Source: an optimization exercise on an open RTL-to-GDS flow (aim: a short achievable clock period and few clock cycles). Production flows keep margins and buffers that such runs may drop.
The RTL was checked by simulation tests, not by an equivalence proof against the original design.
The clock input has no modelled driver; a real chip could not lean on it and would need a root buffer or a full tree.
Power and IR drop assume default switching activity.

Design sha256_msg_padder, start of the top module:
module sha256_msg_padder
#(
   parameter int unsigned DATA_WIDTH = 32
)
(
   input  logic                  clk,
   input  logic                  rst_n,
   input  logic                  i_valid,
   input  logic [DATA_WIDTH-1:0] i_data,
   input  logic                  i_last,
   input  logic [2:0]            i_last_bytes,
   output logic                  o_ready,
   output logic [511:0]          o_block,
   output logic [255:0]          o_hash_in,
   output logic                  o_load,
   input  logic [255:0]          i_digest,
   input  logic                  i_digest_valid,
   output logic [255:0]          o_digest,
   output logic                  o_done
);
For scale: ~7100 cells after synthesis, roughly 64000 sq um of cells after synthesis.
export LEC_CHECK = 0
export CAP_MARGIN = 20
export CORE_AREA = 5 5 475 475
export DIE_AREA = 0 0 480 480
export HOLD_SLACK_MARGIN = 0.05
export SETUP_SLACK_MARGIN = 2.2
export SLEW_MARGIN = 20
create_clock -name core_clock -period 4.0 [get_ports {clk}]
standard.sh (not shown) runs the stock make flow with config.mk's settings and CLKGATE_MAP_FILE= SYNTH_SCRIPT=/design/flow/synth_recipe.tcl, a recipe that flattens the netlist after the stock synthesis.
==> flow/flow/run.sh <==
#!/bin/bash
# The standard layout with a hand-built clock tree in place of TritonCTS
# (pre_cts.tcl, manual_cts.tcl). Make's output goes to run_make.log; each
# ORFS step also writes its own log under orfs/logs.
set -euo pipefail
export PRE_CTS_TCL="$(pwd)/flow/pre_cts.tcl"
bash standard.sh finish > run_make.log 2>&1
==> flow/flow/pre_cts.tcl <==
# Sourced by ORFS's cts.tcl before clock tree synthesis. It replaces
# clock_tree_synthesis with a hand-built tree (manual_cts.tcl), built when
# cts.tcl calls clock_tree_synthesis, so the rest of the CTS step
# (legalization, timing repair) runs on it. Three levels of clock buffers:
# 4 driven by the clock port, then 16 and 128, each driving the next level's
# buffers in its region; the last level drives the flip-flops.
source [file join [file dirname [info script]] manual_cts.tcl]
rename clock_tree_synthesis mcts_tritoncts
proc clock_tree_synthesis {args} {
  puts "manual cts: clock_tree_synthesis $args replaced by the manual tree"
  set buf sky130_fd_sc_hd__clkbuf_16
  build_manual_clock_tree clk {2 4 7} [list $buf $buf $buf]
  set_propagated_clock [all_clocks]
}
Other scripts of this flow, unchanged in this note and not shown: flow/flow/manual_cts.tcl
The starting point finished clean.
Testbench counts at the start, summed over its fixed seeds: cycles 5,962.
Then changed:
==> flow/flow/pre_cts.tcl (replaced) <==
# Sourced by ORFS's cts.tcl before clock tree synthesis. It replaces
# clock_tree_synthesis with a hand-built tree (manual_cts.tcl), built when
# cts.tcl calls clock_tree_synthesis, that is after repair_clock_inverters,
# so the rest of the CTS step (legalization, timing repair) runs on it.
# Four levels of inverters (an even number, so the clock keeps its sense):
# 4 driven by the clock port, then 32, 64 and 256, each driving the next
# level's inverters in its region; the last level drives the flip-flops.
source [file join [file dirname [info script]] manual_cts.tcl]
rename clock_tree_synthesis mcts_tritoncts
proc clock_tree_synthesis {args} {
  puts "manual cts: clock_tree_synthesis $args replaced by the manual tree"
  set inv sky130_fd_sc_hd__inv_16
  build_manual_clock_tree clk {2 5 6 8} [list $inv $inv $inv $inv]
  set_propagated_clock [all_clocks]
}
SETUP_SLACK_MARGIN = 2.3   (was 2.2)
Outcome: Final area is higher by 11%. Worst hold slack gets better by 0.15 ns. Routed wire length is higher by 16%. Utilization is higher by 4.4 points. Clock power is higher by 67%.
Then changed:
SETUP_SLACK_MARGIN = 2.5   (was 2.3)
=>
- total power increases by 13%
- register-to-register slack gets worse by 0.16 ns
- sequential power went up by about 3%
- worst setup slack degrades by 0.16 ns
- first-iteration DRC count goes up by 15%
- routed wire length climbs by 7.3%
- final cell count came out higher by 4.7%
- cell area goes up by 15%
Then changed:
==> flow/flow/pre_cts.tcl (replaced) <==
# Sourced by ORFS's cts.tcl before clock tree synthesis: builds the clock
# tree by hand (manual_cts.tcl) and turns clock_tree_synthesis into a no-op,
# so the rest of the CTS step (legalization, timing repair) runs on it.
# Four levels of inverters (an even number, so the clock keeps its sense):
# 4 driven by the clock port, then 32, 64 and 256, each driving the next
# level's inverters in its region; the last level drives the flip-flops.
source [file join [file dirname [info script]] manual_cts.tcl]
set inv sky130_fd_sc_hd__inv_16
build_manual_clock_tree clk {2 5 6 8} [list $inv $inv $inv $inv]
rename clock_tree_synthesis mcts_tritoncts
proc clock_tree_synthesis {args} {
  puts "manual cts: clock_tree_synthesis $args skipped, the tree is built"
  set_propagated_clock [all_clocks]
}
Now the flow aborted during global routing.
Synthesized cell count is unchanged.
Area after synthesis is unchanged.
Then changed:
==> flow/flow/pre_cts.tcl (replaced) <==
# Sourced by ORFS's cts.tcl before clock tree synthesis. It replaces
# clock_tree_synthesis with a hand-built tree (manual_cts.tcl), built when
# cts.tcl calls clock_tree_synthesis, that is after repair_clock_inverters,
# so the rest of the CTS step (legalization, timing repair) runs on it.
# Four levels of inverters (an even number, so the clock keeps its sense):
# 4 driven by the clock port, then 32, 64 and 256, each driving the next
# level's inverters in its region; the last level drives the flip-flops.
source [file join [file dirname [info script]] manual_cts.tcl]
rename clock_tree_synthesis mcts_tritoncts
proc clock_tree_synthesis {args} {
  puts "manual cts: clock_tree_synthesis $args replaced by the manual tree"
  set inv sky130_fd_sc_hd__inv_16
  build_manual_clock_tree clk {2 5 6 8} [list $inv $inv $inv $inv]
  set_propagated_clock [all_clocks]
}
SETUP_SLACK_MARGIN = 2.45   (was 2.5)
What happened:
- The changed run ran to the end with no violations
- area after synthesis stays the same
- synthesized cell count is unchanged
Then changed:
SETUP_SLACK_MARGIN = 2.2   (was 2.45)
Result: The new run finished with timing, DRC and antenna clean; design area is lower by 25%; setup slack gets worse by 0.089 ns; total power fell by 24%.
The clock cells of the first, second, third, fifth and sixth runs of this note come from the design's own scripts or RTL, not from TritonCTS.

re-timing with driven ports:
No port has a modelled driver above. Below, the same layouts with a new extraction and two added sets of constraints. Step 1 sets driving cells, clkbuf_16 on the clock port and buf_2 on the other inputs (assumed; they add their load-dependent delay and slew). Step 2 adds t to the input delays and takes it off the output delays; t is the mean of the earliest and latest rising clock arrival at the registers after step 1. Input paths then give back, and output paths get back, about the clock's delay inside the block. Slacks: no drivers / after step 1 / after step 2; pairs: no drivers / after step 1.
run | t, ns | setup slack, ns | worst data-port slew with drivers (ns)
the first run | 0.791 | 1.852 / 1.804 / 1.626 | 0.31
the second run | 0.728 | 1.893 / 1.892 / 1.639 | 0.38
the third run | 0.742 | 1.735 / 1.735 / 1.477 | 0.37
the fifth run | 0.734 | 1.853 / 1.853 / 1.640 | 0.42
the sixth run | 0.718 | 1.764 / 1.764 / 1.659 | 0.32
After both steps every run listed still meets setup and hold. The setup slack of the third run, which loses most, moves by 0.000 ns with the drivers and by -0.258 ns with both steps.
